What follows belongs to an exercise in optimizing a design on an open flow for small area, a short achievable clock period and few clock cycles per item; a production flow would make more cautious choices.
No run shown here included a check of the RTL's function; only the layout flow was run.

==> flow/design.v (outline; a module is shown in full before it is edited, if it fits) <==
// module booth_tree: 2483 lines
// module final_adder: 415 lines
// module mult_arbiter: 122 lines
module mult_arbiter #(
    parameter bit RR_EN = 1'b1
) (
    input  logic               clk,
    input  logic               rst,
    input  logic               req0_valid,
    input  logic signed [31:0] req0_a,
    input  logic signed [31:0] req0_b,
    output logic               req0_ready,
    input  logic               req1_valid,
    input  logic signed [31:0] req1_a,
    input  logic signed [31:0] req1_b,
    output logic               req1_ready,
    output logic               res_valid,
    input  logic               res_ready,
    output logic signed [63:0] res_data,
    output logic               res_id,
    output logic               busy
);
  // ...
==> flow/flow/run.sh <==
#!/bin/bash
# Standard ORFS layout (the standard.sh) with these changes:
#  - synthesis skips Yosys's internal "abc -fast" pre-mapping (synth -noabc),
#    so extract_fa maps the RTL's full adders without inverter pairs;
#  - the final abc mapping uses flow/abc.script (abc "map" instead of "&nf");
#  - port buffers use the smallest buffer cell (buf_1);
set -euo pipefail
HERE=$(pwd)
{
  sed -n '1s/-noshare {\*}/-noshare -noabc {*}/p' synth_recipe.tcl
  cat <<EOT
proc abc {args} {
  set i [lsearch -exact \$args -script]
  if {\$i >= 0} { set args [lreplace \$args [expr {\$i+1}] [expr {\$i+1}] $HERE/flow/abc.script] }
  yosys abc {*}\$args
}
EOT
  sed '1d' synth_recipe.tcl
} > flow_synth.tcl
grep -q -- '-noabc' flow_synth.tcl
sed "s#SYNTH_SCRIPT=[^ ]*#SYNTH_SCRIPT=$HERE/flow_synth.tcl#" standard.sh > flow_standard.sh
grep -q "SYNTH_SCRIPT=$HERE/flow_synth.tcl" flow_standard.sh
export BUFFER_PORTS_ARGS="-buffer_cell sky130_fd_sc_hd__buf_1"
EXTRA=()
if [[ -f flow/make_args.txt ]]; then
  while read -r l; do [[ -n "$l" ]] && EXTRA+=("$l"); done < flow/make_args.txt
fi
bash flow_standard.sh "${EXTRA[@]}" finish > flow_make.log 2>&1
==> flow/flow/abc.script <==
strash
dch
map -B 0.9
topo
stime -c
buffer -c
upsize -c
dnsize -c
==> flow/flow/make_args.txt <==
SETUP_SLACK_MARGIN=5.3
==> flow/standard.sh <==
#!/bin/bash
# synth_recipe.tcl (not shown) runs the flow's synth.tcl, then flattens the netlist and writes it again
# the make line also repeats each setting of config.mk as NAME=value (left out here)
make -C /OpenROAD-flow-scripts/flow DESIGN_CONFIG=/design/flow/config.mk WORK_HOME=/design/flow/orfs CLKGATE_MAP_FILE= SYNTH_SCRIPT=/design/flow/synth_recipe.tcl "${@:-finish}"
==> flow/config.mk <==
export PLATFORM = sky130hd
export DESIGN_NAME = mult_arbiter
export DESIGN_NICKNAME = mult_arbiter
export VERILOG_FILES = /design/flow/design.v
export SDC_FILE = /design/flow/constraint.sdc
export NUM_CORES = 4
export LEC_CHECK = 0
export CAP_MARGIN = 20
export CORE_MARGIN = 2
export CORE_UTILIZATION = 60
export SETUP_SLACK_MARGIN = 5
export SLEW_MARGIN = 20
==> flow/constraint.sdc <==
create_clock -name core_clock -period 10.0 [get_ports {clk}]
set_input_delay 2.0000 -clock core_clock [delete_from_list [all_inputs] [get_ports {clk}]]
set_output_delay 2.0000 -clock core_clock [all_outputs]
set_load 0.01 [all_outputs]
==> metrics.yaml, run 1 <==
clocking:
  clock_path_buffers: 2
  cts_setup_buffers: 17
  cts_resized: 66
  cts_made_buffers: 17
  cts_hold_buf: 0
synthesis:
  yosysUniqueCellTypes: 45
  yosysTopAreaCellShare: 0.2942
  synth_top_cell_by_area: "fa_1"
  synth_flop_cell: "edfxtp_1"
  avgSynthCellArea_um2: 9.872
  synth_common_cells: "xor2_1, o22ai_1, fa_1"
cells_and_area:
  nFlopsAndLatches: 196
  antenna_cells: 0
  clk_share: 0.01715
  register_area_um2: 5863
  multi_input_area_um2: 22270
  final_common_cell: "xor2_1"
  fin_util: 0.6677
timing:
  setup_viol: 0
  period_share: 0.4687
  period_needed_ns: 4.687
worst_setup_path:
  path_cells: "ha_4 > nand2_4 > nor2_4 > nand2_4 > nor2_4 > nand2_2 > nand3_2 > nor2_4 > buf_12 > nand2_8 > nand2_1 > nand2_1 > nand2_1 > nand2_1 > buf_2"
  critPathLaunch: "r_res_h0[13]"
  cp-start-kind: "register"
  slowest_stage: "edfxtp_1"
  required_ns: 8.00
route:
  drt-total-wl_um: 95010
  drtIter0Drc: 2898
  dr_wl_met3_um: 11960
  first_pass_iters: 6
grt:
  grt_usage: 0.3795
  grt.busiest_layer: "met2"
  grt_max_degree: 83
worst_hold_path:
  holdPathEnd: "r_res_id"
  hold_start: "r_id1"
run_status:
  status: "complete, no violations"
die:
  die_height_um: 224.3
  rows: 80
==> module mult_arbiter, before the edit <==
module mult_arbiter #(
    parameter bit RR_EN = 1'b1
) (
    input  logic               clk,
    input  logic               rst,
    input  logic               req0_valid,
    input  logic signed [31:0] req0_a,
    input  logic signed [31:0] req0_b,
    output logic               req0_ready,
    input  logic               req1_valid,
    input  logic signed [31:0] req1_a,
    input  logic signed [31:0] req1_b,
    output logic               req1_ready,
    output logic               res_valid,
    input  logic               res_ready,
    output logic signed [63:0] res_data,
    output logic               res_id,
    output logic               busy
);
    logic               r_last_grant;
    logic               r_v1;
    logic               r_id1;
    logic        [31:0] r_a_n;
    logic        [15:0] r_one_n;
    logic        [15:0] r_two_n;
    logic        [15:0] r_neg;
    logic               r_res_valid;
    logic               r_room;
    logic               r_turn;
    logic               r_res_id;
    logic      [18-1:0] r_res_lo;
    logic               r_res_lc;
    logic      [63-18:0] r_res_h0;
    logic      [45-1:0] r_res_h1;
    logic               w_turn;
    logic               w_pick1;
    logic               w_v1_next;
    logic               w_res_valid_next;
    logic               w_s1_free;
    logic               w_accept;
    logic               w_load_out;
    logic        [63:0] w_s0;
    logic      [62-1:0] w_s1;
    logic        [63:0] w_s1_x;
    logic      [18-1:0] w_lo;
    logic               w_lo_c;
    logic      [63-18:0] w_h1_x;
    logic        [31:0] w_b;
    logic        [32:0] w_bx;
    logic        [15:0] w_one;
    logic        [15:0] w_two;
    logic        [15:0] w_neg;
    assign w_turn     = RR_EN ? !r_last_grant : 1'b0;
    assign w_pick1    = req1_valid && (!req0_valid || w_turn);
    assign w_load_out = r_v1 && (!r_res_valid || res_ready);
    assign w_s1_free  = !r_v1 || !r_res_valid || res_ready;
    assign req0_ready = !rst && req0_valid && (r_room || res_ready) && (!req1_valid || !r_turn);
    assign req1_ready = !rst && req1_valid && (r_room || res_ready) && (!req0_valid ||  r_turn);
    assign w_accept   = req0_ready || req1_ready;
    assign w_v1_next        = w_accept || (r_v1 && !w_load_out);
    assign w_res_valid_next = w_load_out || (r_res_valid && !res_ready);
    assign w_b  = w_pick1 ? req1_b : req0_b;
    assign w_bx = {w_b, 1'b0};
    for (genvar j = 0; j < 16; j++) begin : g_enc
        assign w_one[j] = w_bx[2*j+1] ^ w_bx[2*j];
        assign w_two[j] = (w_bx[2*j+2] & ~w_bx[2*j+1] & ~w_bx[2*j]) |
                          (~w_bx[2*j+2] & w_bx[2*j+1] & w_bx[2*j]);
        assign w_neg[j] = w_bx[2*j+2] & ~(w_bx[2*j+1] & w_bx[2*j]);
    end
    booth_tree u_tree (
        .i_a   (~r_a_n),
        .i_one (~r_one_n),
        .i_two (~r_two_n),
        .i_neg (r_neg),
        .o_s0  (w_s0),
        .o_s1  (w_s1)
    );
    always_ff @(posedge clk or posedge rst) begin
        if (rst) begin
            r_last_grant <= 1'b1;
            r_v1         <= 1'b0;
            r_res_valid  <= 1'b0;
            r_room       <= 1'b1;
            r_turn       <= 1'b0;
        end else begin
            if (w_accept) r_last_grant <= w_pick1;
            r_v1        <= w_v1_next;
            r_res_valid <= w_res_valid_next;
            r_room      <= !(w_v1_next && w_res_valid_next);
            r_turn      <= RR_EN && !(w_accept ? w_pick1 : r_last_grant);
        end
    end
    always_ff @(posedge clk) begin
        if (w_s1_free) begin
            r_a_n   <= ~(w_pick1 ? req1_a : req0_a);
            r_one_n <= ~w_one;
            r_two_n <= ~w_two;
            r_neg <= w_neg;
            r_id1 <= w_pick1;
        end
        if (w_load_out) begin
            r_res_lo   <= w_lo;
            r_res_lc   <= w_lo_c;
            r_res_h0   <= w_s0[63:18];
            r_res_h1   <= {w_s1[61], w_s1[60], w_s1[59], w_s1[58], w_s1[57], w_s1[56], w_s1[55], w_s1[54], w_s1[53], w_s1[52], w_s1[51], w_s1[50], w_s1[49], w_s1[48], w_s1[47], w_s1[46], w_s1[45], w_s1[44], w_s1[43], w_s1[42], w_s1[41], w_s1[40], w_s1[39], w_s1[38], w_s1[37], w_s1[36], w_s1[35], w_s1[34], w_s1[33], w_s1[32], w_s1[31], w_s1[30], w_s1[29], w_s1[28], w_s1[27], w_s1[26], w_s1[25], w_s1[24], w_s1[23], w_s1[22], w_s1[21], w_s1[20], w_s1[19], w_s1[18], w_s1[17]};
            r_res_id   <= r_id1;
        end
    end
    assign res_valid = r_res_valid;
    assign w_s1_x = {1'b0, w_s1[61], w_s1[60], w_s1[59], w_s1[58], w_s1[57], w_s1[56], w_s1[55], w_s1[54], w_s1[53], w_s1[52], w_s1[51], w_s1[50], w_s1[49], w_s1[48], w_s1[47], w_s1[46], w_s1[45], w_s1[44], w_s1[43], w_s1[42], w_s1[41], w_s1[40], w_s1[39], w_s1[38], w_s1[37], w_s1[36], w_s1[35], w_s1[34], w_s1[33], w_s1[32], w_s1[31], w_s1[30], w_s1[29], w_s1[28], w_s1[27], w_s1[26], w_s1[25], w_s1[24], w_s1[23], w_s1[22], w_s1[21], w_s1[20], w_s1[19], w_s1[18], w_s1[17], w_s1[16], w_s1[15], w_s1[14], w_s1[13], w_s1[12], w_s1[11], w_s1[10], w_s1[9], w_s1[8], w_s1[7], w_s1[6], w_s1[5], w_s1[4], w_s1[3], w_s1[2], w_s1[1], 1'b0, w_s1[0]};
    assign {w_lo_c, w_lo} = w_s0[18-1:0] + w_s1_x[18-1:0];
    assign w_h1_x = {1'b0, r_res_h1[44], r_res_h1[43], r_res_h1[42], r_res_h1[41], r_res_h1[40], r_res_h1[39], r_res_h1[38], r_res_h1[37], r_res_h1[36], r_res_h1[35], r_res_h1[34], r_res_h1[33], r_res_h1[32], r_res_h1[31], r_res_h1[30], r_res_h1[29], r_res_h1[28], r_res_h1[27], r_res_h1[26], r_res_h1[25], r_res_h1[24], r_res_h1[23], r_res_h1[22], r_res_h1[21], r_res_h1[20], r_res_h1[19], r_res_h1[18], r_res_h1[17], r_res_h1[16], r_res_h1[15], r_res_h1[14], r_res_h1[13], r_res_h1[12], r_res_h1[11], r_res_h1[10], r_res_h1[9], r_res_h1[8], r_res_h1[7], r_res_h1[6], r_res_h1[5], r_res_h1[4], r_res_h1[3], r_res_h1[2], r_res_h1[1], r_res_h1[0]};
    final_adder u_add (
        .i_x (r_res_h0),
        .i_y (w_h1_x),
        .i_c (r_res_lc),
        .o_s (res_data[63:18])
    );
    assign res_data[18-1:0] = r_res_lo;
    assign res_id    = r_res_id;
    assign busy      = r_v1 || r_res_valid;
endmodule
==> run 2, diff against run 1 <==
--- a/flow/design.v
+++ b/flow/design.v
@@ -2477,22 +2477,22 @@
     assign w_s959 = ~w_pp14[32] ^ w_pp15[30] ^ w_c842;
     assign w_c960 = (~w_pp14[32] & w_pp15[30]) | (~w_pp14[32] & w_c842) | (w_pp15[30] & w_c842);
     assign w_s961 = 1'b1 ^ w_pp15[31];
     assign w_c962 = 1'b1 & w_pp15[31];
     assign o_s0 = {1'b1, w_c962, w_c960, w_c958, w_c956, w_c954, w_c952, w_c950, w_c948, w_c946, w_c944, w_c942, w_c940, w_c938, w_c936, w_c934, w_c932, w_c930, w_c928, w_c926, w_c924, w_c922, w_c920, w_c918, w_c916, w_c914, w_c912, w_c910, w_c908, w_c906, w_c904, w_c902, w_c900, w_c898, w_c896, w_c894, w_c892, w_c890, w_c888, w_c886, w_c884, w_c882, w_c880, w_c878, w_c876, w_c874, w_c872, w_c870, w_c868, w_c866, w_c864, w_c862, w_c860, w_c858, w_c856, w_c854, w_c852, w_c850, w_c848, w_c846, w_c844, w_s843, w_pp0[1], w_neg[0]};
     assign o_s1 = {~w_pp15[32], w_s961, w_s959, w_s957, w_s955, w_s953, w_s951, w_s949, w_s947, w_s945, w_s943, w_s941, w_s939, w_s937, w_s935, w_s933, w_s931, w_s929, w_s927, w_s925, w_s923, w_s921, w_s919, w_s917, w_s915, w_s913, w_s911, w_s909, w_s907, w_s905, w_s903, w_s901, w_s899, w_s897, w_s895, w_s893, w_s891, w_s889, w_s887, w_s885, w_s883, w_s881, w_s879, w_s877, w_s875, w_s873, w_s871, w_s869, w_s867, w_s865, w_s863, w_s861, w_s859, w_s857, w_s855, w_s853, w_s851, w_s849, w_s847, w_s845, w_pp1[0], w_pp0[0]};
 endmodule
 module final_adder (
-    input  logic [45:0] i_x,
-    input  logic [45:0] i_y,
+    input  logic [47:0] i_x,
+    input  logic [47:0] i_y,
     input  logic        i_c,
-    output logic [45:0] o_s
+    output logic [47:0] o_s
 );
-    logic [45:0] w_p, w_g;
+    logic [47:0] w_p, w_g;
     assign w_p = i_x ^ i_y;
     assign w_g = i_x & i_y;
     logic w_G1, w_P1;
     logic w_G2, w_P2;
     logic w_G3, w_P3;
     logic w_G4, w_P4;
     logic w_G5, w_P5;
     logic w_G6, w_P6;
@@ -2604,16 +2604,25 @@
     logic w_G112, w_P112;
     logic w_G113, w_P113;
     logic w_G114, w_P114;
     logic w_G115, w_P115;
     logic w_G116, w_P116;
     logic w_G117, w_P117;
     logic w_G118, w_P118;
     logic w_G119, w_P119;
+    logic w_G120, w_P120;
+    logic w_G121, w_P121;
+    logic w_G122, w_P122;
+    logic w_G123, w_P123;
+    logic w_G124, w_P124;
+    logic w_G125, w_P125;
+    logic w_G126, w_P126;
+    logic w_G127, w_P127;
+    logic w_G128, w_P128;
     assign w_G1 = w_g[1] | (w_p[1] & w_g[0]);
     assign w_P1 = w_p[1] & w_p[0];
     assign w_G2 = w_g[3] | (w_p[3] & w_g[2]);
     assign w_P2 = w_p[3] & w_p[2];
     assign w_G3 = w_g[5] | (w_p[5] & w_g[4]);
     assign w_P3 = w_p[5] & w_p[4];
     assign w_G4 = w_g[7] | (w_p[7] & w_g[6]);
     assign w_P4 = w_p[7] & w_p[6];
@@ -2650,255 +2659,275 @@
     assign w_G20 = w_g[39] | (w_p[39] & w_g[38]);
     assign w_P20 = w_p[39] & w_p[38];
     assign w_G21 = w_g[41] | (w_p[41] & w_g[40]);
     assign w_P21 = w_p[41] & w_p[40];
     assign w_G22 = w_g[43] | (w_p[43] & w_g[42]);
     assign w_P22 = w_p[43] & w_p[42];
     assign w_G23 = w_g[45] | (w_p[45] & w_g[44]);
     assign w_P23 = w_p[45] & w_p[44];
-    assign w_G24 = w_g[2] | (w_p[2] & w_G1);
-    assign w_P24 = w_p[2] & w_P1;
-    assign w_G25 = w_G2 | (w_P2 & w_G1);
-    assign w_P25 = w_P2 & w_P1;
-    assign w_G26 = w_g[6] | (w_p[6] & w_G3);
-    assign w_P26 = w_p[6] & w_P3;
-    assign w_G27 = w_G4 | (w_P4 & w_G3);
-    assign w_P27 = w_P4 & w_P3;
-    assign w_G28 = w_g[10] | (w_p[10] & w_G5);
-    assign w_P28 = w_p[10] & w_P5;
-    assign w_G29 = w_G6 | (w_P6 & w_G5);
-    assign w_P29 = w_P6 & w_P5;
-    assign w_G30 = w_g[14] | (w_p[14] & w_G7);
-    assign w_P30 = w_p[14] & w_P7;
-    assign w_G31 = w_G8 | (w_P8 & w_G7);
-    assign w_P31 = w_P8 & w_P7;
-    assign w_G32 = w_g[18] | (w_p[18] & w_G9);
-    assign w_P32 = w_p[18] & w_P9;
-    assign w_G33 = w_G10 | (w_P10 & w_G9);
-    assign w_P33 = w_P10 & w_P9;
-    assign w_G34 = w_g[22] | (w_p[22] & w_G11);
-    assign w_P34 = w_p[22] & w_P11;
-    assign w_G35 = w_G12 | (w_P12 & w_G11);
-    assign w_P35 = w_P12 & w_P11;
-    assign w_G36 = w_g[26] | (w_p[26] & w_G13);
-    assign w_P36 = w_p[26] & w_P13;
-    assign w_G37 = w_G14 | (w_P14 & w_G13);
-    assign w_P37 = w_P14 & w_P13;
-    assign w_G38 = w_g[30] | (w_p[30] & w_G15);
-    assign w_P38 = w_p[30] & w_P15;
-    assign w_G39 = w_G16 | (w_P16 & w_G15);
-    assign w_P39 = w_P16 & w_P15;
-    assign w_G40 = w_g[34] | (w_p[34] & w_G17);
-    assign w_P40 = w_p[34] & w_P17;
-    assign w_G41 = w_G18 | (w_P18 & w_G17);
-    assign w_P41 = w_P18 & w_P17;
-    assign w_G42 = w_g[38] | (w_p[38] & w_G19);
-    assign w_P42 = w_p[38] & w_P19;
-    assign w_G43 = w_G20 | (w_P20 & w_G19);
-    assign w_P43 = w_P20 & w_P19;
-    assign w_G44 = w_g[42] | (w_p[42] & w_G21);
-    assign w_P44 = w_p[42] & w_P21;
-    assign w_G45 = w_G22 | (w_P22 & w_G21);
-    assign w_P45 = w_P22 & w_P21;
-    assign w_G46 = w_g[4] | (w_p[4] & w_G25);
-    assign w_P46 = w_p[4] & w_P25;
-    assign w_G47 = w_G3 | (w_P3 & w_G25);
-    assign w_P47 = w_P3 & w_P25;
-    assign w_G48 = w_G26 | (w_P26 & w_G25);
-    assign w_P48 = w_P26 & w_P25;
-    assign w_G49 = w_G27 | (w_P27 & w_G25);
-    assign w_P49 = w_P27 & w_P25;
-    assign w_G50 = w_g[12] | (w_p[12] & w_G29);
-    assign w_P50 = w_p[12] & w_P29;
-    assign w_G51 = w_G7 | (w_P7 & w_G29);
-    assign w_P51 = w_P7 & w_P29;
-    assign w_G52 = w_G30 | (w_P30 & w_G29);
-    assign w_P52 = w_P30 & w_P29;
-    assign w_G53 = w_G31 | (w_P31 & w_G29);
-    assign w_P53 = w_P31 & w_P29;
-    assign w_G54 = w_g[20] | (w_p[20] & w_G33);
-    assign w_P54 = w_p[20] & w_P33;
-    assign w_G55 = w_G11 | (w_P11 & w_G33);
-    assign w_P55 = w_P11 & w_P33;
-    assign w_G56 = w_G34 | (w_P34 & w_G33);
-    assign w_P56 = w_P34 & w_P33;
-    assign w_G57 = w_G35 | (w_P35 & w_G33);
-    assign w_P57 = w_P35 & w_P33;
-    assign w_G58 = w_g[28] | (w_p[28] & w_G37);
-    assign w_P58 = w_p[28] & w_P37;
-    assign w_G59 = w_G15 | (w_P15 & w_G37);
-    assign w_P59 = w_P15 & w_P37;
-    assign w_G60 = w_G38 | (w_P38 & w_G37);
-    assign w_P60 = w_P38 & w_P37;
-    assign w_G61 = w_G39 | (w_P39 & w_G37);
-    assign w_P61 = w_P39 & w_P37;
-    assign w_G62 = w_g[36] | (w_p[36] & w_G41);
-    assign w_P62 = w_p[36] & w_P41;
-    assign w_G63 = w_G19 | (w_P19 & w_G41);
-    assign w_P63 = w_P19 & w_P41;
-    assign w_G64 = w_G42 | (w_P42 & w_G41);
-    assign w_P64 = w_P42 & w_P41;
-    assign w_G65 = w_G43 | (w_P43 & w_G41);
-    assign w_P65 = w_P43 & w_P41;
-    assign w_G66 = w_g[44] | (w_p[44] & w_G45);
-    assign w_P66 = w_p[44] & w_P45;
-    assign w_G67 = w_G23 | (w_P23 & w_G45);
-    assign w_P67 = w_P23 & w_P45;
-    assign w_G68 = w_g[8] | (w_p[8] & w_G49);
-    assign w_P68 = w_p[8] & w_P49;
-    assign w_G69 = w_G5 | (w_P5 & w_G49);
-    assign w_P69 = w_P5 & w_P49;
-    assign w_G70 = w_G28 | (w_P28 & w_G49);
-    assign w_P70 = w_P28 & w_P49;
-    assign w_G71 = w_G29 | (w_P29 & w_G49);
-    assign w_P71 = w_P29 & w_P49;
-    assign w_G72 = w_G50 | (w_P50 & w_G49);
-    assign w_P72 = w_P50 & w_P49;
-    assign w_G73 = w_G51 | (w_P51 & w_G49);
-    assign w_P73 = w_P51 & w_P49;
-    assign w_G74 = w_G52 | (w_P52 & w_G49);
-    assign w_P74 = w_P52 & w_P49;
-    assign w_G75 = w_G53 | (w_P53 & w_G49);
-    assign w_P75 = w_P53 & w_P49;
-    assign w_G76 = w_g[24] | (w_p[24] & w_G57);
-    assign w_P76 = w_p[24] & w_P57;
-    assign w_G77 = w_G13 | (w_P13 & w_G57);
-    assign w_P77 = w_P13 & w_P57;
-    assign w_G78 = w_G36 | (w_P36 & w_G57);
-    assign w_P78 = w_P36 & w_P57;
-    assign w_G79 = w_G37 | (w_P37 & w_G57);
-    assign w_P79 = w_P37 & w_P57;
-    assign w_G80 = w_G58 | (w_P58 & w_G57);
-    assign w_P80 = w_P58 & w_P57;
-    assign w_G81 = w_G59 | (w_P59 & w_G57);
-    assign w_P81 = w_P59 & w_P57;
-    assign w_G82 = w_G60 | (w_P60 & w_G57);
-    assign w_P82 = w_P60 & w_P57;
-    assign w_G83 = w_G61 | (w_P61 & w_G57);
-    assign w_P83 = w_P61 & w_P57;
-    assign w_G84 = w_g[40] | (w_p[40] & w_G65);
-    assign w_P84 = w_p[40] & w_P65;
-    assign w_G85 = w_G21 | (w_P21 & w_G65);
-    assign w_P85 = w_P21 & w_P65;
-    assign w_G86 = w_G44 | (w_P44 & w_G65);
-    assign w_P86 = w_P44 & w_P65;
-    assign w_G87 = w_G45 | (w_P45 & w_G65);
-    assign w_P87 = w_P45 & w_P65;
-    assign w_G88 = w_G66 | (w_P66 & w_G65);
-    assign w_P88 = w_P66 & w_P65;
-    assign w_G89 = w_G67 | (w_P67 & w_G65);
-    assign w_P89 = w_P67 & w_P65;
-    assign w_G90 = w_g[16] | (w_p[16] & w_G75);
-    assign w_P90 = w_p[16] & w_P75;
-    assign w_G91 = w_G9 | (w_P9 & w_G75);
-    assign w_P91 = w_P9 & w_P75;
-    assign w_G92 = w_G32 | (w_P32 & w_G75);
-    assign w_P92 = w_P32 & w_P75;
-    assign w_G93 = w_G33 | (w_P33 & w_G75);
-    assign w_P93 = w_P33 & w_P75;
-    assign w_G94 = w_G54 | (w_P54 & w_G75);
-    assign w_P94 = w_P54 & w_P75;
-    assign w_G95 = w_G55 | (w_P55 & w_G75);
-    assign w_P95 = w_P55 & w_P75;
-    assign w_G96 = w_G56 | (w_P56 & w_G75);
-    assign w_P96 = w_P56 & w_P75;
-    assign w_G97 = w_G57 | (w_P57 & w_G75);
-    assign w_P97 = w_P57 & w_P75;
-    assign w_G98 = w_G76 | (w_P76 & w_G75);
-    assign w_P98 = w_P76 & w_P75;
-    assign w_G99 = w_G77 | (w_P77 & w_G75);
-    assign w_P99 = w_P77 & w_P75;
-    assign w_G100 = w_G78 | (w_P78 & w_G75);
-    assign w_P100 = w_P78 & w_P75;
-    assign w_G101 = w_G79 | (w_P79 & w_G75);
-    assign w_P101 = w_P79 & w_P75;
-    assign w_G102 = w_G80 | (w_P80 & w_G75);
-    assign w_P102 = w_P80 & w_P75;
-    assign w_G103 = w_G81 | (w_P81 & w_G75);
-    assign w_P103 = w_P81 & w_P75;
-    assign w_G104 = w_G82 | (w_P82 & w_G75);
-    assign w_P104 = w_P82 & w_P75;
-    assign w_G105 = w_G83 | (w_P83 & w_G75);
-    assign w_P105 = w_P83 & w_P75;
-    assign w_G106 = w_g[32] | (w_p[32] & w_G105);
-    assign w_P106 = w_p[32] & w_P105;
-    assign w_G107 = w_G17 | (w_P17 & w_G105);
-    assign w_P107 = w_P17 & w_P105;
-    assign w_G108 = w_G40 | (w_P40 & w_G105);
-    assign w_P108 = w_P40 & w_P105;
-    assign w_G109 = w_G41 | (w_P41 & w_G105);
-    assign w_P109 = w_P41 & w_P105;
-    assign w_G110 = w_G62 | (w_P62 & w_G105);
-    assign w_P110 = w_P62 & w_P105;
-    assign w_G111 = w_G63 | (w_P63 & w_G105);
-    assign w_P111 = w_P63 & w_P105;
-    assign w_G112 = w_G64 | (w_P64 & w_G105);
-    assign w_P112 = w_P64 & w_P105;
-    assign w_G113 = w_G65 | (w_P65 & w_G105);
-    assign w_P113 = w_P65 & w_P105;
-    assign w_G114 = w_G84 | (w_P84 & w_G105);
-    assign w_P114 = w_P84 & w_P105;
-    assign w_G115 = w_G85 | (w_P85 & w_G105);
-    assign w_P115 = w_P85 & w_P105;
-    assign w_G116 = w_G86 | (w_P86 & w_G105);
-    assign w_P116 = w_P86 & w_P105;
-    assign w_G117 = w_G87 | (w_P87 & w_G105);
-    assign w_P117 = w_P87 & w_P105;
-    assign w_G118 = w_G88 | (w_P88 & w_G105);
-    assign w_P118 = w_P88 & w_P105;
-    assign w_G119 = w_G89 | (w_P89 & w_G105);
-    assign w_P119 = w_P89 & w_P105;
-    logic [45:0] w_cy;
+    assign w_G24 = w_g[47] | (w_p[47] & w_g[46]);
+    assign w_P24 = w_p[47] & w_p[46];
+    assign w_G25 = w_g[2] | (w_p[2] & w_G1);
+    assign w_P25 = w_p[2] & w_P1;
+    assign w_G26 = w_G2 | (w_P2 & w_G1);
+    assign w_P26 = w_P2 & w_P1;
+    assign w_G27 = w_g[6] | (w_p[6] & w_G3);
+    assign w_P27 = w_p[6] & w_P3;
+    assign w_G28 = w_G4 | (w_P4 & w_G3);
+    assign w_P28 = w_P4 & w_P3;
+    assign w_G29 = w_g[10] | (w_p[10] & w_G5);
+    assign w_P29 = w_p[10] & w_P5;
+    assign w_G30 = w_G6 | (w_P6 & w_G5);
+    assign w_P30 = w_P6 & w_P5;
+    assign w_G31 = w_g[14] | (w_p[14] & w_G7);
+    assign w_P31 = w_p[14] & w_P7;
+    assign w_G32 = w_G8 | (w_P8 & w_G7);
+    assign w_P32 = w_P8 & w_P7;
+    assign w_G33 = w_g[18] | (w_p[18] & w_G9);
+    assign w_P33 = w_p[18] & w_P9;
+    assign w_G34 = w_G10 | (w_P10 & w_G9);
+    assign w_P34 = w_P10 & w_P9;
+    assign w_G35 = w_g[22] | (w_p[22] & w_G11);
+    assign w_P35 = w_p[22] & w_P11;
+    assign w_G36 = w_G12 | (w_P12 & w_G11);
+    assign w_P36 = w_P12 & w_P11;
+    assign w_G37 = w_g[26] | (w_p[26] & w_G13);
+    assign w_P37 = w_p[26] & w_P13;
+    assign w_G38 = w_G14 | (w_P14 & w_G13);
+    assign w_P38 = w_P14 & w_P13;
+    assign w_G39 = w_g[30] | (w_p[30] & w_G15);
+    assign w_P39 = w_p[30] & w_P15;
+    assign w_G40 = w_G16 | (w_P16 & w_G15);
+    assign w_P40 = w_P16 & w_P15;
+    assign w_G41 = w_g[34] | (w_p[34] & w_G17);
+    assign w_P41 = w_p[34] & w_P17;
+    assign w_G42 = w_G18 | (w_P18 & w_G17);
+    assign w_P42 = w_P18 & w_P17;
+    assign w_G43 = w_g[38] | (w_p[38] & w_G19);
+    assign w_P43 = w_p[38] & w_P19;
+    assign w_G44 = w_G20 | (w_P20 & w_G19);
+    assign w_P44 = w_P20 & w_P19;
+    assign w_G45 = w_g[42] | (w_p[42] & w_G21);
+    assign w_P45 = w_p[42] & w_P21;
+    assign w_G46 = w_G22 | (w_P22 & w_G21);
+    assign w_P46 = w_P22 & w_P21;
+    assign w_G47 = w_g[46] | (w_p[46] & w_G23);
+    assign w_P47 = w_p[46] & w_P23;
+    assign w_G48 = w_G24 | (w_P24 & w_G23);
+    assign w_P48 = w_P24 & w_P23;
+    assign w_G49 = w_g[4] | (w_p[4] & w_G26);
+    assign w_P49 = w_p[4] & w_P26;
+    assign w_G50 = w_G3 | (w_P3 & w_G26);
+    assign w_P50 = w_P3 & w_P26;
+    assign w_G51 = w_G27 | (w_P27 & w_G26);
+    assign w_P51 = w_P27 & w_P26;
+    assign w_G52 = w_G28 | (w_P28 & w_G26);
+    assign w_P52 = w_P28 & w_P26;
+    assign w_G53 = w_g[12] | (w_p[12] & w_G30);
+    assign w_P53 = w_p[12] & w_P30;
+    assign w_G54 = w_G7 | (w_P7 & w_G30);
+    assign w_P54 = w_P7 & w_P30;
+    assign w_G55 = w_G31 | (w_P31 & w_G30);
+    assign w_P55 = w_P31 & w_P30;
+    assign w_G56 = w_G32 | (w_P32 & w_G30);
+    assign w_P56 = w_P32 & w_P30;
+    assign w_G57 = w_g[20] | (w_p[20] & w_G34);
+    assign w_P57 = w_p[20] & w_P34;
+    assign w_G58 = w_G11 | (w_P11 & w_G34);
+    assign w_P58 = w_P11 & w_P34;
+    assign w_G59 = w_G35 | (w_P35 & w_G34);
+    assign w_P59 = w_P35 & w_P34;
+    assign w_G60 = w_G36 | (w_P36 & w_G34);
+    assign w_P60 = w_P36 & w_P34;
+    assign w_G61 = w_g[28] | (w_p[28] & w_G38);
+    assign w_P61 = w_p[28] & w_P38;
+    assign w_G62 = w_G15 | (w_P15 & w_G38);
+    assign w_P62 = w_P15 & w_P38;
+    assign w_G63 = w_G39 | (w_P39 & w_G38);
+    assign w_P63 = w_P39 & w_P38;
+    assign w_G64 = w_G40 | (w_P40 & w_G38);
+    assign w_P64 = w_P40 & w_P38;
+    assign w_G65 = w_g[36] | (w_p[36] & w_G42);
+    assign w_P65 = w_p[36] & w_P42;
+    assign w_G66 = w_G19 | (w_P19 & w_G42);
+    assign w_P66 = w_P19 & w_P42;
+    assign w_G67 = w_G43 | (w_P43 & w_G42);
+    assign w_P67 = w_P43 & w_P42;
+    assign w_G68 = w_G44 | (w_P44 & w_G42);
+    assign w_P68 = w_P44 & w_P42;
+    assign w_G69 = w_g[44] | (w_p[44] & w_G46);
+    assign w_P69 = w_p[44] & w_P46;
+    assign w_G70 = w_G23 | (w_P23 & w_G46);
+    assign w_P70 = w_P23 & w_P46;
+    assign w_G71 = w_G47 | (w_P47 & w_G46);
+    assign w_P71 = w_P47 & w_P46;
+    assign w_G72 = w_G48 | (w_P48 & w_G46);
+    assign w_P72 = w_P48 & w_P46;
+    assign w_G73 = w_g[8] | (w_p[8] & w_G52);
+    assign w_P73 = w_p[8] & w_P52;
+    assign w_G74 = w_G5 | (w_P5 & w_G52);
+    assign w_P74 = w_P5 & w_P52;
+    assign w_G75 = w_G29 | (w_P29 & w_G52);
+    assign w_P75 = w_P29 & w_P52;
+    assign w_G76 = w_G30 | (w_P30 & w_G52);
+    assign w_P76 = w_P30 & w_P52;
+    assign w_G77 = w_G53 | (w_P53 & w_G52);
+    assign w_P77 = w_P53 & w_P52;
+    assign w_G78 = w_G54 | (w_P54 & w_G52);
+    assign w_P78 = w_P54 & w_P52;
+    assign w_G79 = w_G55 | (w_P55 & w_G52);
+    assign w_P79 = w_P55 & w_P52;
+    assign w_G80 = w_G56 | (w_P56 & w_G52);
+    assign w_P80 = w_P56 & w_P52;
+    assign w_G81 = w_g[24] | (w_p[24] & w_G60);
+    assign w_P81 = w_p[24] & w_P60;
+    assign w_G82 = w_G13 | (w_P13 & w_G60);
+    assign w_P82 = w_P13 & w_P60;
+    assign w_G83 = w_G37 | (w_P37 & w_G60);
+    assign w_P83 = w_P37 & w_P60;
+    assign w_G84 = w_G38 | (w_P38 & w_G60);
+    assign w_P84 = w_P38 & w_P60;
+    assign w_G85 = w_G61 | (w_P61 & w_G60);
+    assign w_P85 = w_P61 & w_P60;
+    assign w_G86 = w_G62 | (w_P62 & w_G60);
+    assign w_P86 = w_P62 & w_P60;
+    assign w_G87 = w_G63 | (w_P63 & w_G60);
+    assign w_P87 = w_P63 & w_P60;
+    assign w_G88 = w_G64 | (w_P64 & w_G60);
+    assign w_P88 = w_P64 & w_P60;
+    assign w_G89 = w_g[40] | (w_p[40] & w_G68);
+    assign w_P89 = w_p[40] & w_P68;
+    assign w_G90 = w_G21 | (w_P21 & w_G68);
+    assign w_P90 = w_P21 & w_P68;
+    assign w_G91 = w_G45 | (w_P45 & w_G68);
+    assign w_P91 = w_P45 & w_P68;
+    assign w_G92 = w_G46 | (w_P46 & w_G68);
+    assign w_P92 = w_P46 & w_P68;
+    assign w_G93 = w_G69 | (w_P69 & w_G68);
+    assign w_P93 = w_P69 & w_P68;
+    assign w_G94 = w_G70 | (w_P70 & w_G68);
+    assign w_P94 = w_P70 & w_P68;
+    assign w_G95 = w_G71 | (w_P71 & w_G68);
+    assign w_P95 = w_P71 & w_P68;
+    assign w_G96 = w_G72 | (w_P72 & w_G68);
+    assign w_P96 = w_P72 & w_P68;
+    assign w_G97 = w_g[16] | (w_p[16] & w_G80);
+    assign w_P97 = w_p[16] & w_P80;
+    assign w_G98 = w_G9 | (w_P9 & w_G80);
+    assign w_P98 = w_P9 & w_P80;
+    assign w_G99 = w_G33 | (w_P33 & w_G80);
+    assign w_P99 = w_P33 & w_P80;
+    assign w_G100 = w_G34 | (w_P34 & w_G80);
+    assign w_P100 = w_P34 & w_P80;
+    assign w_G101 = w_G57 | (w_P57 & w_G80);
+    assign w_P101 = w_P57 & w_P80;
+    assign w_G102 = w_G58 | (w_P58 & w_G80);
+    assign w_P102 = w_P58 & w_P80;
+    assign w_G103 = w_G59 | (w_P59 & w_G80);
+    assign w_P103 = w_P59 & w_P80;
+    assign w_G104 = w_G60 | (w_P60 & w_G80);
+    assign w_P104 = w_P60 & w_P80;
+    assign w_G105 = w_G81 | (w_P81 & w_G80);
+    assign w_P105 = w_P81 & w_P80;
+    assign w_G106 = w_G82 | (w_P82 & w_G80);
+    assign w_P106 = w_P82 & w_P80;
+    assign w_G107 = w_G83 | (w_P83 & w_G80);
+    assign w_P107 = w_P83 & w_P80;
+    assign w_G108 = w_G84 | (w_P84 & w_G80);
+    assign w_P108 = w_P84 & w_P80;
+    assign w_G109 = w_G85 | (w_P85 & w_G80);
+    assign w_P109 = w_P85 & w_P80;
+    assign w_G110 = w_G86 | (w_P86 & w_G80);
+    assign w_P110 = w_P86 & w_P80;
+    assign w_G111 = w_G87 | (w_P87 & w_G80);
+    assign w_P111 = w_P87 & w_P80;
+    assign w_G112 = w_G88 | (w_P88 & w_G80);
+    assign w_P112 = w_P88 & w_P80;
+    assign w_G113 = w_g[32] | (w_p[32] & w_G112);
+    assign w_P113 = w_p[32] & w_P112;
+    assign w_G114 = w_G17 | (w_P17 & w_G112);
+    assign w_P114 = w_P17 & w_P112;
+    assign w_G115 = w_G41 | (w_P41 & w_G112);
+    assign w_P115 = w_P41 & w_P112;
+    assign w_G116 = w_G42 | (w_P42 & w_G112);
+    assign w_P116 = w_P42 & w_P112;
+    assign w_G117 = w_G65 | (w_P65 & w_G112);
+    assign w_P117 = w_P65 & w_P112;
+    assign w_G118 = w_G66 | (w_P66 & w_G112);
+    assign w_P118 = w_P66 & w_P112;
+    assign w_G119 = w_G67 | (w_P67 & w_G112);
+    assign w_P119 = w_P67 & w_P112;
+    assign w_G120 = w_G68 | (w_P68 & w_G112);
+    assign w_P120 = w_P68 & w_P112;
+    assign w_G121 = w_G89 | (w_P89 & w_G112);
+    assign w_P121 = w_P89 & w_P112;
+    assign w_G122 = w_G90 | (w_P90 & w_G112);
+    assign w_P122 = w_P90 & w_P112;
+    assign w_G123 = w_G91 | (w_P91 & w_G112);
+    assign w_P123 = w_P91 & w_P112;
+    assign w_G124 = w_G92 | (w_P92 & w_G112);
+    assign w_P124 = w_P92 & w_P112;
+    assign w_G125 = w_G93 | (w_P93 & w_G112);
+    assign w_P125 = w_P93 & w_P112;
+    assign w_G126 = w_G94 | (w_P94 & w_G112);
+    assign w_P126 = w_P94 & w_P112;
+    assign w_G127 = w_G95 | (w_P95 & w_G112);
+    assign w_P127 = w_P95 & w_P112;
+    assign w_G128 = w_G96 | (w_P96 & w_G112);
+    assign w_P128 = w_P96 & w_P112;
+    logic [47:0] w_cy;
     assign w_cy[0] = i_c;
     assign w_cy[1] = w_g[0] | (w_p[0] & i_c);
     assign w_cy[2] = w_G1 | (w_P1 & i_c);
-    assign w_cy[3] = w_G24 | (w_P24 & i_c);
-    assign w_cy[4] = w_G25 | (w_P25 & i_c);
-    assign w_cy[5] = w_G46 | (w_P46 & i_c);
-    assign w_cy[6] = w_G47 | (w_P47 & i_c);
-    assign w_cy[7] = w_G48 | (w_P48 & i_c);
-    assign w_cy[8] = w_G49 | (w_P49 & i_c);
-    assign w_cy[9] = w_G68 | (w_P68 & i_c);
-    assign w_cy[10] = w_G69 | (w_P69 & i_c);
-    assign w_cy[11] = w_G70 | (w_P70 & i_c);
-    assign w_cy[12] = w_G71 | (w_P71 & i_c);
-    assign w_cy[13] = w_G72 | (w_P72 & i_c);
-    assign w_cy[14] = w_G73 | (w_P73 & i_c);
-    assign w_cy[15] = w_G74 | (w_P74 & i_c);
-    assign w_cy[16] = w_G75 | (w_P75 & i_c);
-    assign w_cy[17] = w_G90 | (w_P90 & i_c);
-    assign w_cy[18] = w_G91 | (w_P91 & i_c);
-    assign w_cy[19] = w_G92 | (w_P92 & i_c);
-    assign w_cy[20] = w_G93 | (w_P93 & i_c);
-    assign w_cy[21] = w_G94 | (w_P94 & i_c);
-    assign w_cy[22] = w_G95 | (w_P95 & i_c);
-    assign w_cy[23] = w_G96 | (w_P96 & i_c);
-    assign w_cy[24] = w_G97 | (w_P97 & i_c);
-    assign w_cy[25] = w_G98 | (w_P98 & i_c);
-    assign w_cy[26] = w_G99 | (w_P99 & i_c);
-    assign w_cy[27] = w_G100 | (w_P100 & i_c);
-    assign w_cy[28] = w_G101 | (w_P101 & i_c);
-    assign w_cy[29] = w_G102 | (w_P102 & i_c);
-    assign w_cy[30] = w_G103 | (w_P103 & i_c);
-    assign w_cy[31] = w_G104 | (w_P104 & i_c);
-    assign w_cy[32] = w_G105 | (w_P105 & i_c);
-    assign w_cy[33] = w_G106 | (w_P106 & i_c);
-    assign w_cy[34] = w_G107 | (w_P107 & i_c);
-    assign w_cy[35] = w_G108 | (w_P108 & i_c);
-    assign w_cy[36] = w_G109 | (w_P109 & i_c);
-    assign w_cy[37] = w_G110 | (w_P110 & i_c);
-    assign w_cy[38] = w_G111 | (w_P111 & i_c);
-    assign w_cy[39] = w_G112 | (w_P112 & i_c);
-    assign w_cy[40] = w_G113 | (w_P113 & i_c);
-    assign w_cy[41] = w_G114 | (w_P114 & i_c);
-    assign w_cy[42] = w_G115 | (w_P115 & i_c);
-    assign w_cy[43] = w_G116 | (w_P116 & i_c);
-    assign w_cy[44] = w_G117 | (w_P117 & i_c);
-    assign w_cy[45] = w_G118 | (w_P118 & i_c);
+    assign w_cy[3] = w_G25 | (w_P25 & i_c);
+    assign w_cy[4] = w_G26 | (w_P26 & i_c);
+    assign w_cy[5] = w_G49 | (w_P49 & i_c);
+    assign w_cy[6] = w_G50 | (w_P50 & i_c);
+    assign w_cy[7] = w_G51 | (w_P51 & i_c);
+    assign w_cy[8] = w_G52 | (w_P52 & i_c);
+    assign w_cy[9] = w_G73 | (w_P73 & i_c);
+    assign w_cy[10] = w_G74 | (w_P74 & i_c);
+    assign w_cy[11] = w_G75 | (w_P75 & i_c);
+    assign w_cy[12] = w_G76 | (w_P76 & i_c);
+    assign w_cy[13] = w_G77 | (w_P77 & i_c);
+    assign w_cy[14] = w_G78 | (w_P78 & i_c);
+    assign w_cy[15] = w_G79 | (w_P79 & i_c);
+    assign w_cy[16] = w_G80 | (w_P80 & i_c);
+    assign w_cy[17] = w_G97 | (w_P97 & i_c);
+    assign w_cy[18] = w_G98 | (w_P98 & i_c);
+    assign w_cy[19] = w_G99 | (w_P99 & i_c);
+    assign w_cy[20] = w_G100 | (w_P100 & i_c);
+    assign w_cy[21] = w_G101 | (w_P101 & i_c);
+    assign w_cy[22] = w_G102 | (w_P102 & i_c);
+    assign w_cy[23] = w_G103 | (w_P103 & i_c);
+    assign w_cy[24] = w_G104 | (w_P104 & i_c);
+    assign w_cy[25] = w_G105 | (w_P105 & i_c);
+    assign w_cy[26] = w_G106 | (w_P106 & i_c);
+    assign w_cy[27] = w_G107 | (w_P107 & i_c);
+    assign w_cy[28] = w_G108 | (w_P108 & i_c);
+    assign w_cy[29] = w_G109 | (w_P109 & i_c);
+    assign w_cy[30] = w_G110 | (w_P110 & i_c);
+    assign w_cy[31] = w_G111 | (w_P111 & i_c);
+    assign w_cy[32] = w_G112 | (w_P112 & i_c);
+    assign w_cy[33] = w_G113 | (w_P113 & i_c);
+    assign w_cy[34] = w_G114 | (w_P114 & i_c);
+    assign w_cy[35] = w_G115 | (w_P115 & i_c);
+    assign w_cy[36] = w_G116 | (w_P116 & i_c);
+    assign w_cy[37] = w_G117 | (w_P117 & i_c);
+    assign w_cy[38] = w_G118 | (w_P118 & i_c);
+    assign w_cy[39] = w_G119 | (w_P119 & i_c);
+    assign w_cy[40] = w_G120 | (w_P120 & i_c);
+    assign w_cy[41] = w_G121 | (w_P121 & i_c);
+    assign w_cy[42] = w_G122 | (w_P122 & i_c);
+    assign w_cy[43] = w_G123 | (w_P123 & i_c);
+    assign w_cy[44] = w_G124 | (w_P124 & i_c);
+    assign w_cy[45] = w_G125 | (w_P125 & i_c);
+    assign w_cy[46] = w_G126 | (w_P126 & i_c);
+    assign w_cy[47] = w_G127 | (w_P127 & i_c);
     assign o_s = w_p ^ w_cy;
 endmodule
 module mult_arbiter #(
     parameter bit RR_EN = 1'b1
 ) (
     input  logic               clk,
     input  logic               rst,
     input  logic               req0_valid,
@@ -2911,58 +2940,55 @@
     output logic               req1_ready,
     output logic               res_valid,
     input  logic               res_ready,
     output logic signed [63:0] res_data,
     output logic               res_id,
     output logic               busy
 );
     logic               r_last_grant;
+    logic               r_ptr;
     logic               r_v1;
     logic               r_id1;
     logic        [31:0] r_a_n;
     logic        [15:0] r_one_n;
     logic        [15:0] r_two_n;
     logic        [15:0] r_neg;
     logic               r_res_valid;
-    logic               r_room;
-    logic               r_turn;
     logic               r_res_id;
-    logic      [18-1:0] r_res_lo;
+    logic      [16-1:0] r_res_lo;
     logic               r_res_lc;
-    logic      [63-18:0] r_res_h0;
-    logic      [45-1:0] r_res_h1;
+    logic      [63-16:0] r_res_h0;
+    logic      [47-1:0] r_res_h1;
     logic               w_turn;
-    logic               w_pick1;
-    logic               w_v1_next;
-    logic               w_res_valid_next;
+    logic               w_turn_next;
+    logic               w_ptr_next;
     logic               w_s1_free;
     logic               w_accept;
     logic               w_load_out;
     logic        [63:0] w_s0;
     logic      [62-1:0] w_s1;
     logic        [63:0] w_s1_x;
-    logic      [18-1:0] w_lo;
+    logic      [16-1:0] w_lo;
     logic               w_lo_c;
-    logic      [63-18:0] w_h1_x;
+    logic      [63-16:0] w_h1_x;
     logic        [31:0] w_b;
     logic        [32:0] w_bx;
     logic        [15:0] w_one;
     logic        [15:0] w_two;
     logic        [15:0] w_neg;
     assign w_turn     = RR_EN ? !r_last_grant : 1'b0;
-    assign w_pick1    = req1_valid && (!req0_valid || w_turn);
     assign w_load_out = r_v1 && (!r_res_valid || res_ready);
     assign w_s1_free  = !r_v1 || !r_res_valid || res_ready;
-    assign req0_ready = !rst && req0_valid && (r_room || res_ready) && (!req1_valid || !r_turn);
-    assign req1_ready = !rst && req1_valid && (r_room || res_ready) && (!req0_valid ||  r_turn);
+    assign req0_ready = !rst && w_s1_free && req0_valid && !r_ptr && (!w_turn || !req1_valid);
+    assign req1_ready = !rst && w_s1_free && req1_valid &&  r_ptr && ( w_turn || !req0_valid);
     assign w_accept   = req0_ready || req1_ready;
-    assign w_v1_next        = w_accept || (r_v1 && !w_load_out);
-    assign w_res_valid_next = w_load_out || (r_res_valid && !res_ready);
-    assign w_b  = w_pick1 ? req1_b : req0_b;
+    assign w_turn_next = (RR_EN && w_accept) ? !r_ptr : w_turn;
+    assign w_ptr_next  = w_turn_next ? (req1_valid || !req0_valid) : (req1_valid && !req0_valid);
+    assign w_b  = r_ptr ? req1_b : req0_b;
     assign w_bx = {w_b, 1'b0};
     for (genvar j = 0; j < 16; j++) begin : g_enc
         assign w_one[j] = w_bx[2*j+1] ^ w_bx[2*j];
         assign w_two[j] = (w_bx[2*j+2] & ~w_bx[2*j+1] & ~w_bx[2*j]) |
                           (~w_bx[2*j+2] & w_bx[2*j+1] & w_bx[2*j]);
         assign w_neg[j] = w_bx[2*j+2] & ~(w_bx[2*j+1] & w_bx[2*j]);
     end
     booth_tree u_tree (
@@ -2971,50 +2997,48 @@
         .i_two (~r_two_n),
         .i_neg (r_neg),
         .o_s0  (w_s0),
         .o_s1  (w_s1)
     );
     always_ff @(posedge clk or posedge rst) begin
         if (rst) begin
             r_last_grant <= 1'b1;
+            r_ptr        <= 1'b0;
             r_v1         <= 1'b0;
             r_res_valid  <= 1'b0;
-            r_room       <= 1'b1;
-            r_turn       <= 1'b0;
         end else begin
-            if (w_accept) r_last_grant <= w_pick1;
-            r_v1        <= w_v1_next;
-            r_res_valid <= w_res_valid_next;
-            r_room      <= !(w_v1_next && w_res_valid_next);
-            r_turn      <= RR_EN && !(w_accept ? w_pick1 : r_last_grant);
+            if (w_accept) r_last_grant <= r_ptr;
+            r_ptr       <= w_ptr_next;
+            r_v1        <= w_accept || (r_v1 && !w_load_out);
+            r_res_valid <= w_load_out || (r_res_valid && !res_ready);
         end
     end
     always_ff @(posedge clk) begin
         if (w_s1_free) begin
-            r_a_n   <= ~(w_pick1 ? req1_a : req0_a);
+            r_a_n   <= ~(r_ptr ? req1_a : req0_a);
             r_one_n <= ~w_one;
             r_two_n <= ~w_two;
             r_neg <= w_neg;
-            r_id1 <= w_pick1;
+            r_id1 <= r_ptr;
         end
         if (w_load_out) begin
             r_res_lo   <= w_lo;
             r_res_lc   <= w_lo_c;
-            r_res_h0   <= w_s0[63:18];
-            r_res_h1   <= {w_s1[61], w_s1[60], w_s1[59], w_s1[58], w_s1[57], w_s1[56], w_s1[55], w_s1[54], w_s1[53], w_s1[52], w_s1[51], w_s1[50], w_s1[49], w_s1[48], w_s1[47], w_s1[46], w_s1[45], w_s1[44], w_s1[43], w_s1[42], w_s1[41], w_s1[40], w_s1[39], w_s1[38], w_s1[37], w_s1[36], w_s1[35], w_s1[34], w_s1[33], w_s1[32], w_s1[31], w_s1[30], w_s1[29], w_s1[28], w_s1[27], w_s1[26], w_s1[25], w_s1[24], w_s1[23], w_s1[22], w_s1[21], w_s1[20], w_s1[19], w_s1[18], w_s1[17]};
+            r_res_h0   <= w_s0[63:16];
+            r_res_h1   <= {w_s1[61], w_s1[60], w_s1[59], w_s1[58], w_s1[57], w_s1[56], w_s1[55], w_s1[54], w_s1[53], w_s1[52], w_s1[51], w_s1[50], w_s1[49], w_s1[48], w_s1[47], w_s1[46], w_s1[45], w_s1[44], w_s1[43], w_s1[42], w_s1[41], w_s1[40], w_s1[39], w_s1[38], w_s1[37], w_s1[36], w_s1[35], w_s1[34], w_s1[33], w_s1[32], w_s1[31], w_s1[30], w_s1[29], w_s1[28], w_s1[27], w_s1[26], w_s1[25], w_s1[24], w_s1[23], w_s1[22], w_s1[21], w_s1[20], w_s1[19], w_s1[18], w_s1[17], w_s1[16], w_s1[15]};
             r_res_id   <= r_id1;
         end
     end
     assign res_valid = r_res_valid;
     assign w_s1_x = {1'b0, w_s1[61], w_s1[60], w_s1[59], w_s1[58], w_s1[57], w_s1[56], w_s1[55], w_s1[54], w_s1[53], w_s1[52], w_s1[51], w_s1[50], w_s1[49], w_s1[48], w_s1[47], w_s1[46], w_s1[45], w_s1[44], w_s1[43], w_s1[42], w_s1[41], w_s1[40], w_s1[39], w_s1[38], w_s1[37], w_s1[36], w_s1[35], w_s1[34], w_s1[33], w_s1[32], w_s1[31], w_s1[30], w_s1[29], w_s1[28], w_s1[27], w_s1[26], w_s1[25], w_s1[24], w_s1[23], w_s1[22], w_s1[21], w_s1[20], w_s1[19], w_s1[18], w_s1[17], w_s1[16], w_s1[15], w_s1[14], w_s1[13], w_s1[12], w_s1[11], w_s1[10], w_s1[9], w_s1[8], w_s1[7], w_s1[6], w_s1[5], w_s1[4], w_s1[3], w_s1[2], w_s1[1], 1'b0, w_s1[0]};
-    assign {w_lo_c, w_lo} = w_s0[18-1:0] + w_s1_x[18-1:0];
-    assign w_h1_x = {1'b0, r_res_h1[44], r_res_h1[43], r_res_h1[42], r_res_h1[41], r_res_h1[40], r_res_h1[39], r_res_h1[38], r_res_h1[37], r_res_h1[36], r_res_h1[35], r_res_h1[34], r_res_h1[33], r_res_h1[32], r_res_h1[31], r_res_h1[30], r_res_h1[29], r_res_h1[28], r_res_h1[27], r_res_h1[26], r_res_h1[25], r_res_h1[24], r_res_h1[23], r_res_h1[22], r_res_h1[21], r_res_h1[20], r_res_h1[19], r_res_h1[18], r_res_h1[17], r_res_h1[16], r_res_h1[15], r_res_h1[14], r_res_h1[13], r_res_h1[12], r_res_h1[11], r_res_h1[10], r_res_h1[9], r_res_h1[8], r_res_h1[7], r_res_h1[6], r_res_h1[5], r_res_h1[4], r_res_h1[3], r_res_h1[2], r_res_h1[1], r_res_h1[0]};
+    assign {w_lo_c, w_lo} = w_s0[16-1:0] + w_s1_x[16-1:0];
+    assign w_h1_x = {1'b0, r_res_h1[46], r_res_h1[45], r_res_h1[44], r_res_h1[43], r_res_h1[42], r_res_h1[41], r_res_h1[40], r_res_h1[39], r_res_h1[38], r_res_h1[37], r_res_h1[36], r_res_h1[35], r_res_h1[34], r_res_h1[33], r_res_h1[32], r_res_h1[31], r_res_h1[30], r_res_h1[29], r_res_h1[28], r_res_h1[27], r_res_h1[26], r_res_h1[25], r_res_h1[24], r_res_h1[23], r_res_h1[22], r_res_h1[21], r_res_h1[20], r_res_h1[19], r_res_h1[18], r_res_h1[17], r_res_h1[16], r_res_h1[15], r_res_h1[14], r_res_h1[13], r_res_h1[12], r_res_h1[11], r_res_h1[10], r_res_h1[9], r_res_h1[8], r_res_h1[7], r_res_h1[6], r_res_h1[5], r_res_h1[4], r_res_h1[3], r_res_h1[2], r_res_h1[1], r_res_h1[0]};
     final_adder u_add (
         .i_x (r_res_h0),
         .i_y (w_h1_x),
         .i_c (r_res_lc),
-        .o_s (res_data[63:18])
+        .o_s (res_data[63:16])
     );
-    assign res_data[18-1:0] = r_res_lo;
+    assign res_data[16-1:0] = r_res_lo;
     assign res_id    = r_res_id;
     assign busy      = r_v1 || r_res_valid;
 endmodule
==> run 2 against run 1 <==
Final area about the same. First-iteration DRC count shrank 5.1%. Clock skew is 0.0095 ns higher. Still clean. Worst hold slack worse by 0.083 ns. Register-to-register slack hardly changed. Largest cell class unchanged. Critical path type is now in -> out. Final cell count down 0.55%. Maximum frequency decreased by 2.6%. Critical path depth is 7 lower.
==> metrics.yaml, run 2 <==
clocking:
  cts_tree: "built"
  cts.sinks: 197
  path_clk_slew_ns: 0.08
  cts_root_buf: "clkbuf_16"
  cts_hold_buf: 0  # unchanged
  clock_path_buffers: 2  # unchanged
  htreeDepth: 4
  cts_made_buffers: 17  # unchanged
  clk-insertion-delay-late_ns: 0.53
die:
  die_height_um: 223.5  # -0.35%
  start_util: 0.6069
  core_um2: 47650
  die-area_um2: 49970
  rows: 80  # unchanged
  die_x_um: 223.5
  io_pins: 202
synthesis:
  synth_common_cells: "xor2_1, o22ai_1, fa_1"
  syn-num-nets: 3591
  synthMostInstantiatedCell: "xor2_1"
  synth_top_cell_by_area: "fa_1"
  synthTopCellsByArea: "fa_1, edfxtp_1, xor2_1"
  avgSynthCellArea_um2: 9.961  # +0.91%
  yosysUniqueCellTypes: 42  # -6.7%
  synth_flop_cell: "edfxtp_1"
  syn_inst: 2903
  yosysWarnings: 1
  yosysTopAreaCellShare: 0.2963  # +0.002075
  synth_edf_count: 193
  ys_async_sr_fraction: 0.02030
  ys_seq_area_frac: 0.2039
  synth_area_um2: 28920
  ys_seq_elements: 197
place:
  dp.cells: 3520
  portBuffers: 201
  routabilityCongestion: 0.9081
  hpwl_um: 59630
  placed_area_um2: 30010
  preCtsSetupSlack_ns: 5.089
worst_hold_path:
  min_path_type: "reg -> reg"
  holdPathEnd: "r_res_id"
  holdPathStages: 0
  hold_start: "r_id1"
cells_and_area:
  syn_to_final_growth_pct: 10.48
  fin_nets: 3667
  design_area_um2: 31950
  largestRegisters: "r_res_h0 (47), r_res_h1 (47), r_a_n (32)"
  final_common_cell: "xor2_1"
  fin_cells: 3607
  drive_gt1_frac: 0.1160
  final_cell_mix: "xor2_1, o22ai_1, fa_1"
  antenna_cells: 0  # unchanged
  fin_util: 0.6706  # +0.002858
timing:
  setup_viol: 0  # unchanged
  period_needed_ns: 4.811  # +0.1243 ns
  worst_pin_slew_ns: 1.074
  rsz0062_at_grt: "yes"
  holdWs_ns: 0.4243
  drv_slew: 0
  hold_viol_final: 0
  fin_ws_ns: 5.189
  skew_ns: 0.03314
  fmax_ghz: 0.2078
  tns_ns: 0
  period_share: 0.4811  # +0.01243
  relSlewSlack: 0.2843
run_status:
  status: "complete, no violations"
worst_setup_path:
  cp.arrival_ns: 2.81
  worst-path-max-fanout: 3
  rr_endpoint: "r_res_h1[23]"
  cp-start-kind: "input pin"
  r2r_setup_slack_ns: 5.39
  endpoint_kind: "output pin"
  max_stage_delay_ns: 0.18
  slowest_stage: "a21oi_2"
  r2r_cells: 8
  cp_num_buf_inv: 3
  reg2reg_from: "r_one_n[13]"
  path_class: "in -> out"
  cp_top_family: "simple AND/OR/NAND/NOR gates"
  required_ns: 8.00  # about the same
  path_cells: "buf_1 > inv_2 > nand2_4 > nor2_4 > nor2_2 > nand3_1 > a21oi_2 > buf_2"
route:
  drtAntennaViolNets: 0
  route.detailed.drc: 0
  post_drt_wl_per_cell_um: 25.89
  first_pass_iters: 8  # +2
  drt-total-wl_um: 93390  # -1.7%
  dr_total_vias: 23980
  via_per_inst: 6.647
  drtIter0Drc: 2749  # -5.1%
grt:
  antenna_found_initial: 1
  overflow: 0
  grt_pass1_vias: 23800
  grt_max_degree: 83  # unchanged
  grt_usage: 0.3747  # -0.004821
  grt_first_pass_wirelength_um: 141500
run:
  cap_viol_max_count: 0
## run 2: cell types whose count changed in the layout (fill, tap and decap cells not counted), moves of 7 or more
cell,before,now
nand3_1,59,46
buf_2,11,22
ha_1,89,98
buf_1,182,175
nand3_2,2,12
inv_1,188,167
buf_4,93,122
nor2_1,91,82
a21oi_1,61,69
nand2_1,222,211
buf_6,23,12
o21a_1,9,1
## run 2: routing by layer
layer	routed length, um	track usage	vias to the layer above
li1	-	-	10090
met1	36870	0.5211	11760
met2	40620	0.5567	1815
met3	12710	0.1162	309
met4	3196	0.1366	0
met5	0	0	-
## run 2: cells by family (layout without fill, tap and decap cells)
family,after synthesis,after routing,synth area share
and+or+nand+nor,453,456,0.06754
adders and majority gates,555,555,0.3512
muxes,34,34,0.01177
xor gates and xnor gates,564,564,0.1708
buffers and inverters,462,548,0.06114
DFF,197,197,0.2039
AOI/OAI and AO/OA,638,638,0.1336
## run 2: worst max path at each step
stage / start / endpoint / slack, ns / cells past startpoint
2_1_floorplan: res_ready / req0_ready / 5.37 / 6
3_3_place_gp: res_ready / req0_ready / 5.08 / 8
3_5_place_dp: res_ready / req0_ready / 5.09 / 8
4_1_cts: res_ready / req0_ready / 5.20 / 8
5_1_grt: r_res_h0[41] / res_data[63] / 5.11 / 10
6_report: res_ready / req0_ready / 5.19 / 8
## run 2: worst register-to-register path, stage by stage, from the launching register on
cell      delay (ns)
edfxtp_1        0.98
buf_4           0.45
o22ai_1         0.16
xor2_1          0.20
fa_1            0.60
fa_1            0.45
fa_1            0.52
fa_1            0.52
fa_1            0.48
## run 2: repair_timing
action | in CTS | in global routing
setup endpoints to repair | 40 | 109
resized for setup | 75 | 112
pin swaps | 20 | 49
setup buffers | 27 | 23
cloned | 3 | 2
endpoints found under the hold margin | 0 | 0
## run 2: layout make-up
type / count / area (um2)
Clock buffer: 17 / 425.4
Tap cell: 615 / 769.5
Inverter: 176 / 668.1
Multi-Input combinational cell: 2247 / 22040
Timing Repair inverter: 1 / 5.005
Clock inverter: 15 / 200.2
Timing Repair Buffer: 339 / 1943
Fill cell: 3730 / 15700
Sequential cell: 197 / 5898
==> run 3, diff against run 2 <==
--- a/flow/config.mk
+++ b/flow/config.mk
@@ -8,5 +8,5 @@
 export CAP_MARGIN = 20
 export CORE_MARGIN = 2
-export CORE_UTILIZATION = 60
+export CORE_UTILIZATION = 70
 export SETUP_SLACK_MARGIN = 5
 export SLEW_MARGIN = 20
==> run 3 against run 2 <==
Synthesized cell count unchanged. Critical path depth up 21. Clock skew down 0.019 ns. Critical endpoint is now r_res_valid.
==> metrics.yaml, run 3 <==
die:
  die_x_um: 207.3  # -7.3%
  core_um2: 40830  # -14%
  io_pins: 202  # unchanged
  die_height_um: 207.3  # -7.3%
  die-area_um2: 42950  # -14%
  start_util: 0.7082  # +0.1013
grt:
  gr-usage-met3: 0.1487  # +0.03250
  met2_usage: 0.6493  # +0.09258
  grt_use_met1: 0.5622  # +0.04105
  grt_pass1_vias: 25880  # +8.7%
  grt.busiest_layer: "met2"
  overflow: 0  # unchanged
  grt_first_pass_wirelength_um: 143000  # +1.0%
  grt_max_degree: 71  # -14%
  antenna_found_initial: 3  # +2
worst_setup_path:
  cp-start-kind: "input pin"
  required_ns: 10.42  # +2.42 ns
  worst-path-max-fanout: 2  # -1
  slowest_stage: "buf_6"
  max_stage_delay_ns: 0.13  # -0.05 ns
cells_and_area:
  fill_cells: 2661  # -29%
  final_cell_mix: "xor2_1, o22ai_1, fa_1"
clocking:
  cts_hold_buf: 0  # unchanged
  cts_made_buffers: 17  # unchanged
  htreeDepth: 4  # unchanged
  clk-insertion-delay-late_ns: 0.49  # -0.04 ns
  cts.sinks: 197  # unchanged
  cts_root_buf: "clkbuf_16"
  cts_tree: "built"
  clock_path_buffers: 2  # unchanged
synthesis:
  yosysTopAreaCellShare: 0.2963  # unchanged
  synth_edf_count: 193  # unchanged
  syn_inst: 2903  # unchanged
  synth_top_family_by_area: "adder cells"
  yosysWarnings: 1  # unchanged
  synthTopCellsByArea: "fa_1, edfxtp_1, xor2_1"
  ys_seq_elements: 197  # unchanged
  synth_common_cells: "xor2_1, o22ai_1, fa_1"
  ys_seq_area_frac: 0.2039  # unchanged
  synth_fa_ha_area_frac: 0.3512  # unchanged
  synth_xor_area_frac: 0.1708  # unchanged
  yosysUniqueCellTypes: 42  # unchanged
  synthMostInstantiatedCell: "xor2_1"
  synth_area_um2: 28920  # unchanged
  synth_flop_cell: "edfxtp_1"
  synthSimpleGateAreaFrac: 0.06754  # unchanged
place:
  preCtsSetupSlack_ns: 5.093  # +0.003710 ns
  portBuffers: 201  # unchanged
  hpwl_um: 58600  # -1.7%
timing:
  rsz0062_at_grt: "yes"
  period_share: 0.4820  # +0.0008830
  worst_pin_slew_ns: 0.9533  # -0.1203 ns
  relSlewSlack: 0.3645  # +0.08017
  fin_ws_ns: 5.180  # -0.008830 ns
  hold_viol_final: 0  # unchanged
  skew_ns: 0.01462  # -0.01852 ns
route:
  drtIter0Drc: 3711  # +35%
  route.detailed.drc: 0  # unchanged
  dr_total_vias: 25070  # +4.6%
  first_pass_iters: 8  # unchanged
worst_hold_path:
  min_path_type: "reg -> reg"
run:
  cap_viol_max_count: 0  # unchanged
run_status:
  status: "complete, no violations"
[run 3: layout make-up]
cell class,instances,area [um2],area share
clock buffers,17,425.4,0.01328
flip-flops and latches,197,5898,0.1841
clock inverters,15,211.5,0.006602
diodes,2,5.005,0.0001563
multi-input cells,2246,21980,0.6861
inverters,176,666.9,0.02082
well taps,532,665.6,0.02078
repair buffers,365,2181,0.06809
[run 3: final timing paths]
kind                       depth (start not counted)  slack (ns)           end        start
setup / recovery                                  29        5.18   r_res_valid    res_ready
hold / removal                                     0        0.44      r_res_id        r_id1
setup reg to reg                                   8        5.34  r_res_h1[23]  r_one_n[13]
hold reg to reg                                    0        0.44      r_res_id        r_id1
max in group asynchronous                          2        8.33  r_last_grant          rst
min in group asynchronous                          2        1.45         r_ptr          rst
[run 3: kinds of logic (layout without fill, tap and decap cells)]
group | Yosys count | after routing
buf+inv | 462 | 573
other cells | 0 | 2
mux | 34 | 34
simple gates | 453 | 455
compound gates | 638 | 638
flops | 197 | 197
fa+ha+maj | 555 | 555
xor+xnor | 564 | 564
[run 3: timing repair]
item,CTS,global route
gates cloned,2,0
setup buffers,54,24
gates resized for setup,55,124
setup endpoints to repair,38,168
pin swaps,12,27
[run 3: through the flow]
| step | instance area [um2] | cells |
|---|---|---|
| floorplan | 28930 | 2903 |
| global placement | 29890 | 3436 |
| detailed placement | 29890 | 3436 |
| CTS | 31210 | 3524 |
| global route | 32030 | 3550 |
| finish | 32030 | 3550 |
[run 3: per-layer routing]
metal / vias to the layer above / wire length, um
li1: 10120 / -
met1: 12100 / 32970
met2: 2356 / 41750
met3: 503 / 14400
met4: 2 / 5128
met5: - / 39
[run 3: worst max-delay path: cells and delay by family]
kind / cells / cell delay, ns
buffers and inverters: 27 / 3.13
AND/OR/NAND/NOR: 2 / 0.10

-- port drivers added, routing unchanged --
Ports are ideal in the flow. The routed layouts listed here were re-timed in OpenROAD.
Step 1 assumes that a clkbuf_16 drives the clock port and a buf_2 every other input.
Step 2 moves the port delays by t, midway between the first and last clock arrival at a register: inputs arrive t later, outputs are due t later. That takes back most of the time a late clock gives input paths.
Slacks: ideal ports / drivers / drivers and shift; pairs: ideal ports / drivers.
run | shift t [ns] | setup slack, ns | hold WS [ns] | worst register clock-pin slew, ns | worst slew at a driven data input, ns
run 1 | 0.555 | 5.313 / 5.254 / 5.099 | 0.507 / 0.507 / 0.507 | 0.09 / 0.09 | 0.05
run 2 | 0.571 | 5.189 / 5.166 / 4.939 | 0.424 / 0.424 / 0.424 | 0.10 / 0.10 | 0.07
run 3 | 0.540 | 5.180 / 5.152 / 4.661 | 0.440 / 0.440 / 0.440 | 0.10 / 0.10 | 0.08
After both steps every run listed still meets setup and hold. The setup slack of run 3, which loses most, moves by -0.028 ns with the drivers and by -0.519 ns with both steps.
